This is an optimization exercise on Yosys and OpenROAD, whose aim is small area and a short achievable clock period, not a production implementation.
Function was checked by simulation only, so behaviour that the tests miss may differ from the original.
Power is estimated from default activity; no workload was simulated.

==> job 2869 <==
==> flow/design.v (excerpt) <==
module two_class_tx_queue (
  input  wire logic        clk,
  input  wire logic        rst_n,
  input  wire logic        in_tvalid,
  output logic             in_tready,
  input  wire logic [23:0] in_tdata,    
  input  wire logic [2:0]  in_tuser,    
  output logic             out_tvalid,
  input  wire logic        out_tready,
  output logic [31:0]      out_tdata,   
  output logic [3:0]       out_tuser    
);
  logic s1_valid_r, out_valid_r, busy_r;
  logic hold, fire;
  assign hold      = out_valid_r & ~out_tready;
  assign fire      = s1_valid_r & ~hold;
  assign in_tready = ~busy_r | out_tready;
  logic s1_valid_nxt, out_valid_nxt;
  assign s1_valid_nxt  = rst_n & (in_tready ? in_tvalid : s1_valid_r);
  assign out_valid_nxt = rst_n & (hold ? out_valid_r : s1_valid_r);
  always_ff @(posedge clk) begin
    s1_valid_r  <= s1_valid_nxt;
    out_valid_r <= out_valid_nxt;
  ...
Settings: LEC_CHECK=0, ABC_CLOCK_PERIOD_IN_PS=2000, CAP_MARGIN=20, CORE_MARGIN=2, CORE_UTILIZATION=60, CTS_CLUSTER_DIAMETER=60, CTS_CLUSTER_SIZE=30, SETUP_SLACK_MARGIN=1.8, SLEW_MARGIN=20, TNS_END_PERCENT=20; clock period 4.0 ns.
run.sh (not shown) runs the stock make flow with config.mk's settings and CLKGATE_MAP_FILE= SYNTH_SCRIPT=/design/flow/synth_recipe.tcl, a recipe that flattens the netlist after the stock synthesis.
==> inputs of job 2460, as changes to job 2869 <==
==> flow/design.v (replaced) <==
`default_nettype none
package tcq_pkg;
  localparam int RING_DEPTH = 64;
  localparam int SLOT_COUNT = 16;
  localparam logic [2:0] ST_ENQUEUED  = 3'd0;
  localparam logic [2:0] ST_COALESCED = 3'd1;
  localparam logic [2:0] ST_DROPPED   = 3'd2;
  localparam logic [2:0] ST_DEQUEUED  = 3'd3;
  localparam logic [2:0] ST_EMPTY     = 3'd4;
  localparam logic [2:0] ST_REJECTED  = 3'd5;
endpackage
`default_nettype wire
`default_nettype none
module tcq_ring_mem (
  input  wire logic        clk,
  input  wire logic [63:0] we,        
  input  wire logic [19:0] wr_data,
  input  wire logic [63:0] rd_sel,    
  output logic      [19:0] rd_data
);
  logic [19:0] mem [64];
  for (genvar i = 0; i < 64; i++) begin : g_row
    always_ff @(posedge clk) begin
      if (we[i]) mem[i] <= wr_data;
    end
  end
  always_comb begin
    rd_data = '0;
    for (int i = 0; i < 64; i++) begin
      rd_data = rd_data | (mem[i] & {20{rd_sel[i]}});
    end
  end
endmodule
`default_nettype wire
`default_nettype none
module two_class_tx_queue (
  input  wire logic        clk,
  input  wire logic        rst_n,
  input  wire logic        in_tvalid,
  output logic             in_tready,
  input  wire logic [23:0] in_tdata,    
  input  wire logic [2:0]  in_tuser,    
  output logic             out_tvalid,
  input  wire logic        out_tready,
  output logic [31:0]      out_tdata,   
  output logic [3:0]       out_tuser    
);
  logic s1_valid_r, out_valid_r, busy_r;
  logic hold, fire;
  assign hold      = out_valid_r & ~out_tready;
  assign fire      = s1_valid_r & ~hold;
  assign in_tready = ~busy_r | out_tready;
  logic s1_valid_nxt, out_valid_nxt;
  assign s1_valid_nxt  = rst_n & (in_tready ? in_tvalid : s1_valid_r);
  assign out_valid_nxt = rst_n & (hold ? out_valid_r : s1_valid_r);
  always_ff @(posedge clk) begin
    s1_valid_r  <= s1_valid_nxt;
    out_valid_r <= out_valid_nxt;
    busy_r      <= s1_valid_nxt & out_valid_nxt;
  end
  logic        f_enq_ring, f_enq_slot, f_deq, f_req, f_nop;
  logic [15:0] s1_idx_oh;
  logic [3:0]  s1_slot;
  logic [15:0] s1_tag;
  logic f_deq_nxt, f_req_nxt;
  assign f_deq_nxt = in_tready ? (in_tuser[1:0] == 2'd1) : f_deq;
  assign f_req_nxt = in_tready ? (in_tuser[1:0] == 2'd2) : f_req;
  always_ff @(posedge clk) begin
    f_deq <= f_deq_nxt;
    f_req <= f_req_nxt;
    if (in_tready) begin
      f_enq_ring <= (in_tuser[1:0] == 2'd0) & ~in_tuser[2];
      f_enq_slot <= (in_tuser[1:0] == 2'd0) & in_tuser[2];
      f_nop      <= (in_tuser[1:0] == 2'd3);
      s1_idx_oh  <= 16'd1 << in_tdata[3:0];
      s1_slot    <= in_tdata[3:0];
      s1_tag     <= in_tdata[19:4];
    end
  end
  logic [63:0] head_oh;
  logic [7:0]  thi_oh, tlo_oh;    
  logic [6:0]  cnt_r;
  logic        empty_r;
  logic [6:0]  depth_r, depth_p1_r, depth_m1_r;    
  logic [15:0] pend_r;
  logic        rdeq_r, rreq_r, wtail_r;
  logic full;
  assign full = cnt_r[6];
  logic pend_any;
  assign pend_any = |pend_r;
  logic idx_pend;
  assign idx_pend = |(pend_r & s1_idx_oh);
  logic [63:0] ring_we;
  for (genvar i = 0; i < 64; i++) begin : g_we
    assign ring_we[i] = (rreq_r & head_oh[(i + 1) % 64]) | (wtail_r & thi_oh[i / 8] & tlo_oh[i % 8]);
  end
  logic [19:0] ring_rd;
  tcq_ring_mem u_ring (
    .clk     (clk),
    .we      (ring_we),
    .wr_data ({s1_slot, s1_tag}),
    .rd_sel  (head_oh),
    .rd_data (ring_rd)
  );
  logic [15:0] slot_tag_r [16];
  for (genvar i = 0; i < 16; i++) begin : g_slot
    always_ff @(posedge clk) begin
      if (s1_valid_r && f_enq_slot && s1_idx_oh[i]) slot_tag_r[i] <= s1_tag;
    end
  end
  logic [15:0] low_oh;
  always_comb begin
    for (int j = 0; j < 16; j++) begin
      low_oh[j] = pend_r[j] & ~|(pend_r & ((16'd1 << j) - 16'd1));
    end
  end
  logic [15:0] slot_rd;
  logic [3:0]  pick;
  always_comb begin
    slot_rd = '0;
    pick    = '0;
    for (int j = 0; j < 16; j++) begin
      slot_rd = slot_rd | (slot_tag_r[j] & {16{low_oh[j]}});
      pick    = pick | (4'(j) & {4{low_oh[j]}});
    end
  end
  logic slot_deq, any_deq, ring_enq, ring_inc, inc;
  assign slot_deq = f_deq & empty_r & pend_any;
  assign any_deq  = rdeq_r | slot_deq;
  assign ring_enq = f_enq_ring & ~full;
  assign ring_inc = ring_enq | rreq_r;
  assign inc      = ring_inc | (f_enq_slot & ~idx_pend);
  logic [2:0] status;
  assign status[0] = (f_enq_slot & idx_pend) | any_deq | (f_req & full);
  assign status[1] = (f_enq_ring & full) | any_deq;
  assign status[2] = (f_deq & empty_r & ~pend_any) | (f_req & full) | f_nop;
  logic [6:0] cnt_nxt;
  logic       empty_nxt;
  always_comb begin
    cnt_nxt   = cnt_r;
    empty_nxt = empty_r;
    if (!rst_n) begin
      cnt_nxt   = '0;
      empty_nxt = 1'b1;
    end else if (fire) begin
      if (ring_inc) begin
        cnt_nxt   = cnt_r + 7'd1;
        empty_nxt = 1'b0;
      end else if (rdeq_r) begin
        cnt_nxt   = cnt_r - 7'd1;
        empty_nxt = (cnt_r == 7'd1);
      end
    end
  end
  always_ff @(posedge clk) begin
    cnt_r   <= cnt_nxt;
    empty_r <= empty_nxt;
    rdeq_r  <= f_deq_nxt & ~empty_nxt;
    rreq_r  <= f_req_nxt & ~cnt_nxt[6];
    wtail_r <= ~f_req_nxt & ~cnt_nxt[6];
  end
  always_ff @(posedge clk) begin
    if (!rst_n) begin
      head_oh    <= 64'd1;
      thi_oh     <= 8'd1;
      tlo_oh     <= 8'd1;
      depth_r    <= '0;
      depth_p1_r <= 7'd1;
      depth_m1_r <= 7'h7f;
      pend_r     <= '0;
    end else if (fire) begin
      if (rdeq_r) head_oh <= {head_oh[62:0], head_oh[63]};
      else if (rreq_r) head_oh <= {head_oh[0], head_oh[63:1]};
      if (ring_enq) begin
        tlo_oh <= {tlo_oh[6:0], tlo_oh[7]};
        if (tlo_oh[7]) thi_oh <= {thi_oh[6:0], thi_oh[7]};
      end
      if (inc) begin
        depth_r    <= depth_p1_r;
        depth_p1_r <= depth_p1_r + 7'd1;
        depth_m1_r <= depth_r;
      end else if (any_deq) begin
        depth_r    <= depth_m1_r;
        depth_p1_r <= depth_r;
        depth_m1_r <= depth_m1_r - 7'd1;
      end
      pend_r <= (pend_r | (f_enq_slot ? s1_idx_oh : 16'd0)) & ~(slot_deq ? low_oh : 16'd0);
    end
  end
  logic [2:0]  res_status;
  logic        res_kn;
  logic [15:0] res_tag;
  logic [3:0]  res_slot;
  always_ff @(posedge clk) begin
    if (!hold) begin
      res_status <= status;
      res_kn     <= slot_deq;
      res_tag    <= rdeq_r ? ring_rd[15:0] : (slot_deq ? slot_rd : 16'd0);
      res_slot   <= rdeq_r ? ring_rd[19:16] : (slot_deq ? pick : 4'd0);
    end
  end
  assign out_tvalid = out_valid_r;
  assign out_tdata  = {5'b0, depth_r, res_slot, res_tag};
  assign out_tuser  = {res_kn, res_status};
endmodule
`default_nettype wire
--- a/flow/config.mk
+++ b/flow/config.mk
@@ -7,10 +7,10 @@
 export LEC_CHECK = 0
 export ABC_CLOCK_PERIOD_IN_PS = 2000
 export CAP_MARGIN = 20
 export CORE_MARGIN = 2
 export CORE_UTILIZATION = 60
 export CTS_CLUSTER_DIAMETER = 60
 export CTS_CLUSTER_SIZE = 30
-export SETUP_SLACK_MARGIN = 1.8
+export SETUP_SLACK_MARGIN = 1.6
 export SLEW_MARGIN = 20
-export TNS_END_PERCENT = 20
+export TNS_END_PERCENT = 30
==> notes <==
- Between job 2460 and job 2869, the lower clock-buffer cell count is in job 2460 (gap 22).
- Of job 2460 and job 2869, job 2460 has the higher wire length (gap 16%, measured against job 2869).
- Between job 2869 and job 2460, the lower die area is in job 2460 (gap about 2.6%, measured against job 2460).
- Sequential share of layout area: job 2460 is lower than job 2869 (0.86 points).

========
==> inputs of build 2 <==
two_class_tx_queue, a different RTL version from the one above (not shown whole).
clock: 4.0 ns
lec_check: 0
abc_clock_period_in_ps: 2000
cap_margin: 20
core_margin: 2
core_utilization: 60
cts_cluster_diameter: 60
cts_cluster_size: 30
setup_slack_margin: 1.8
slew_margin: 20
tns_end_percent: 20
==> trial 22 (differences from build 2) <==
--- a/flow/design.v
+++ b/flow/design.v
@@ -45,27 +45,27 @@
   input  wire logic [2:0]  in_tuser,    
   output logic             out_tvalid,
   input  wire logic        out_tready,
   output logic [31:0]      out_tdata,   
   output logic [3:0]       out_tuser    
 );
-  logic s1_valid_r, out_valid_r, busy_r;
+  logic s1_valid_r, out_valid_r;
+  logic free_r;    
   logic hold, fire;
   assign hold      = out_valid_r & ~out_tready;
   assign fire      = s1_valid_r & ~hold;
-  assign in_tready = ~busy_r | out_tready;
+  assign in_tready = free_r | out_tready;
   logic s1_valid_nxt, out_valid_nxt;
   assign s1_valid_nxt  = rst_n & (in_tready ? in_tvalid : s1_valid_r);
   assign out_valid_nxt = rst_n & (hold ? out_valid_r : s1_valid_r);
   always_ff @(posedge clk) begin
     s1_valid_r  <= s1_valid_nxt;
     out_valid_r <= out_valid_nxt;
-    busy_r      <= s1_valid_nxt & out_valid_nxt;
+    free_r      <= ~(s1_valid_nxt & out_valid_nxt);
   end
   logic        f_enq_ring, f_enq_slot, f_deq, f_req, f_nop;
-  logic [15:0] s1_idx_oh;
   logic [15:0] s1_swe_oh;    
   logic [3:0]  s1_slot;
   logic [15:0] s1_tag;
   logic f_deq_nxt, f_req_nxt;
   assign f_deq_nxt = in_tready ? (in_tuser[1:0] == 2'd1) : f_deq;
   assign f_req_nxt = in_tready ? (in_tuser[1:0] == 2'd2) : f_req;
@@ -75,35 +75,35 @@
     if (!rst_n) s1_swe_oh <= '0;
     else if (in_tready) s1_swe_oh <= (in_tvalid & (in_tuser[1:0] == 2'd0) & in_tuser[2]) ? 16'd1 << in_tdata[3:0] : 16'd0;
     if (in_tready) begin
       f_enq_ring <= (in_tuser[1:0] == 2'd0) & ~in_tuser[2];
       f_enq_slot <= (in_tuser[1:0] == 2'd0) & in_tuser[2];
       f_nop      <= (in_tuser[1:0] == 2'd3);
-      s1_idx_oh  <= 16'd1 << in_tdata[3:0];
       s1_slot    <= in_tdata[3:0];
       s1_tag     <= in_tdata[19:4];
     end
   end
   logic [63:0] head_oh;
   logic [7:0]  thi_oh, tlo_oh;    
   logic [6:0]  cnt_r;
   logic        empty_r;
   logic [6:0]  depth_r, depth_p1_r, depth_m1_r;    
   logic [15:0] pend_r;
   logic        rdeq_r, rreq_r;
-  logic [7:0]  rqg_r, wthi_r;
+  logic [7:0]  rqh_r, wthi_r;
+  logic [7:0]  hhi_oh, hlo_oh;    
   logic        pany_r, ipend_r;
   logic full;
   assign full = cnt_r[6];
   logic pend_any;
   assign pend_any = pany_r;
   logic idx_pend;
   assign idx_pend = ipend_r;
   logic [63:0] ring_we;
   for (genvar i = 0; i < 64; i++) begin : g_we
-    assign ring_we[i] = (rqg_r[i / 8] & head_oh[(i + 1) % 64]) | (wthi_r[i / 8] & tlo_oh[i % 8]);
+    assign ring_we[i] = (rqh_r[i / 8] & hlo_oh[i % 8]) | (wthi_r[i / 8] & tlo_oh[i % 8]);
   end
   logic [19:0] ring_rd_lo, ring_rd_hi;
   tcq_ring_mem u_ring (
     .clk     (clk),
     .we      (ring_we),
     .wr_data ({s1_slot, s1_tag}),
@@ -175,13 +175,13 @@
   end
   logic [15:0] in_idx_oh;
   assign in_idx_oh = 16'd1 << in_tdata[3:0];
   logic p_in, lower_in, eq_in;
   assign p_in     = |(pend_r & in_idx_oh);
   assign lower_in = |(pend_r & (in_idx_oh - 16'd1));
-  assign eq_in    = |(s1_idx_oh & in_idx_oh);
+  assign eq_in    = |(s1_swe_oh & in_idx_oh);    
   always_comb begin
     head_nxt     = head_oh;
     thi_nxt      = thi_oh;
     tlo_nxt      = tlo_oh;
     depth_nxt    = depth_r;
     depth_p1_nxt = depth_p1_r;
@@ -213,25 +213,42 @@
           depth_m1_nxt = depth_r;
         end else if (any_deq) begin
           depth_nxt    = depth_m1_r;
           depth_p1_nxt = depth_r;
           depth_m1_nxt = depth_m1_r - 7'd1;
         end
-        pend_nxt = (pend_r | (f_enq_slot ? s1_idx_oh : 16'd0)) & ~(slot_deq ? low_oh : 16'd0);
+        pend_nxt = (pend_r | s1_swe_oh) & ~(slot_deq ? low_oh : 16'd0);
         pany_nxt = f_enq_slot | (slot_deq ? multi : pany_r);
       end
       if (in_tready) begin
         ipend_nxt = fire ? ((p_in | (f_enq_slot & eq_in)) & ~(slot_deq & p_in & ~lower_in))
                          : p_in;
       end
     end
   end
-  logic [63:0] head_nxt_rot;    
-  assign head_nxt_rot = {head_nxt[0], head_nxt[63:1]};
+  logic [7:0] hhi_nxt, hlo_nxt;
+  always_comb begin
+    hhi_nxt = hhi_oh;
+    hlo_nxt = hlo_oh;
+    if (!rst_n) begin
+      hhi_nxt = 8'h80;
+      hlo_nxt = 8'h80;
+    end else if (fire) begin
+      if (rdeq_r) begin
+        hlo_nxt = {hlo_oh[6:0], hlo_oh[7]};
+        if (hlo_oh[7]) hhi_nxt = {hhi_oh[6:0], hhi_oh[7]};
+      end else if (rreq_r) begin
+        hlo_nxt = {hlo_oh[0], hlo_oh[7:1]};
+        if (hlo_oh[0]) hhi_nxt = {hhi_oh[0], hhi_oh[7:1]};
+      end
+    end
+  end
   always_ff @(posedge clk) begin
     cnt_r      <= cnt_nxt;
+    hhi_oh     <= hhi_nxt;
+    hlo_oh     <= hlo_nxt;
     empty_r    <= empty_nxt;
     head_oh    <= head_nxt;
     thi_oh     <= thi_nxt;
     tlo_oh     <= tlo_nxt;
     depth_r    <= depth_nxt;
     depth_p1_r <= depth_p1_nxt;
@@ -239,21 +256,28 @@
     pend_r     <= pend_nxt;
     pany_r     <= pany_nxt;
     ipend_r    <= ipend_nxt;
     rdeq_r     <= f_deq_nxt & ~empty_nxt;
     rreq_r     <= f_req_nxt & ~cnt_nxt[6];
     for (int k = 0; k < 8; k++) begin
-      rqg_r[k]  <= f_req_nxt & ~cnt_nxt[6] & |head_nxt_rot[8*k +: 8];
+      rqh_r[k]  <= f_req_nxt & ~cnt_nxt[6] & hhi_nxt[k];
       wthi_r[k] <= ~f_req_nxt & ~cnt_nxt[6] & thi_nxt[k];
     end
   end
   logic [2:0]  res_status;
   logic        res_kn;
   logic [19:0] res_a, res_b;    
-  always_ff @(posedge clk) begin
-    if (!hold) begin
+  logic res_clr;
+  assign res_clr = ~rst_n | (~s1_valid_r & ~hold);
+  always_ff @(posedge clk) begin
+    if (res_clr) begin
+      res_status <= '0;
+      res_kn     <= 1'b0;
+      res_a      <= '0;
+      res_b      <= '0;
+    end else if (fire) begin
       res_status <= status;
       res_kn     <= slot_deq;
       res_a      <= rdeq_r ? ring_rd_lo : (slot_deq ? {pick, slot_rd} : 20'd0);
       res_b      <= rdeq_r ? ring_rd_hi : 20'd0;
     end
   end
==> flow/config.mk (replaced) <==
export PLATFORM = sky130hd
export DESIGN_NAME = two_class_tx_queue
export DESIGN_NICKNAME = two_class_tx_queue
export VERILOG_FILES = /design/flow/design.v
export SDC_FILE = /design/flow/constraint.sdc
export NUM_CORES = 4
export LEC_CHECK = 0
export ABC_CLOCK_PERIOD_IN_PS = 2000
export CAP_MARGIN = 20
export CORE_MARGIN = 2
export CORE_UTILIZATION = 78
export CTS_CLUSTER_DIAMETER = 70
export CTS_CLUSTER_SIZE = 30
export SETUP_SLACK_MARGIN = 1.7
export SLEW_MARGIN = 20
export TNS_END_PERCENT = 100
==> impl_metrics.py <==
metrics = {
    "drt": {
        "drt_iter0_drc": 10300,
        "vias_per_cell": 8.24,
    },
    "outcome": {
        "status": "no timing/DRC/antenna violations",
    },
    "pwr": {
        "power_clock_mw": 9.19,
    },
    "cells_and_area": {
        "clk_share": 0.0307,
    },
}
the above is filed under trial 22

==> impl_metrics.py <==
metrics = {
    "pwr": {
        "power_clock_mw": 13.5,
        "p_switching_mw": 8.63,
    },
    "outcome": {
        "status": "no timing/DRC/antenna violations",
    },
    "sta": {
        "max_freq_ghz": 0.395,
    },
    "synth": {
        "yosys.area.top_type_share": 0.734,
        "ys_top_cells_by_area": "edfxtp_1, a22oi_1, dfxtp_1, a22o_1, a221oi_1",
        "synth-compound-area-share": 0.133,
    },
    "drt": {
        "vias_per_cell": 7.25,
        "drt_iter0_drc": 7440,
    },
    "cells_and_area": {
        "clk_share": 0.0581,
    },
}
the above is filed under build 2

## static timing again, ports no longer ideal
In the flow no input, the clock included, has a driving cell. The finished layouts below were timed again as built, in two steps.
Step 1 sets driving cells, clkbuf_16 on the clock port and buf_2 on the other inputs (assumed; they add their load-dependent delay and slew).
Step 2 also shifts input and output timing later by t, the mid clock arrival at the registers, as if the neighbouring blocks saw the same clock.
a / b / c = no drivers / after step 1 / after step 2; a / b = the first two.
run	shift t [ns]	setup WS [ns]	hold WS [ns]
job 2869	0.845	1.458 / 1.387 / 0.883	0.499 / 0.479 / 0.499
job 2460	0.827	1.186 / 1.186 / 0.786	0.507 / 0.507 / 0.507
build 2	0.832	1.471 / 1.394 / 1.017	0.485 / 0.485 / 0.485
trial 22	0.754	1.576 / 1.580 / 0.873	0.489 / 0.489 / 0.489
After both steps setup and hold are still met in every run listed. The setup slack of trial 22, which loses most, moves by +0.004 ns with the drivers and by -0.703 ns with both steps.
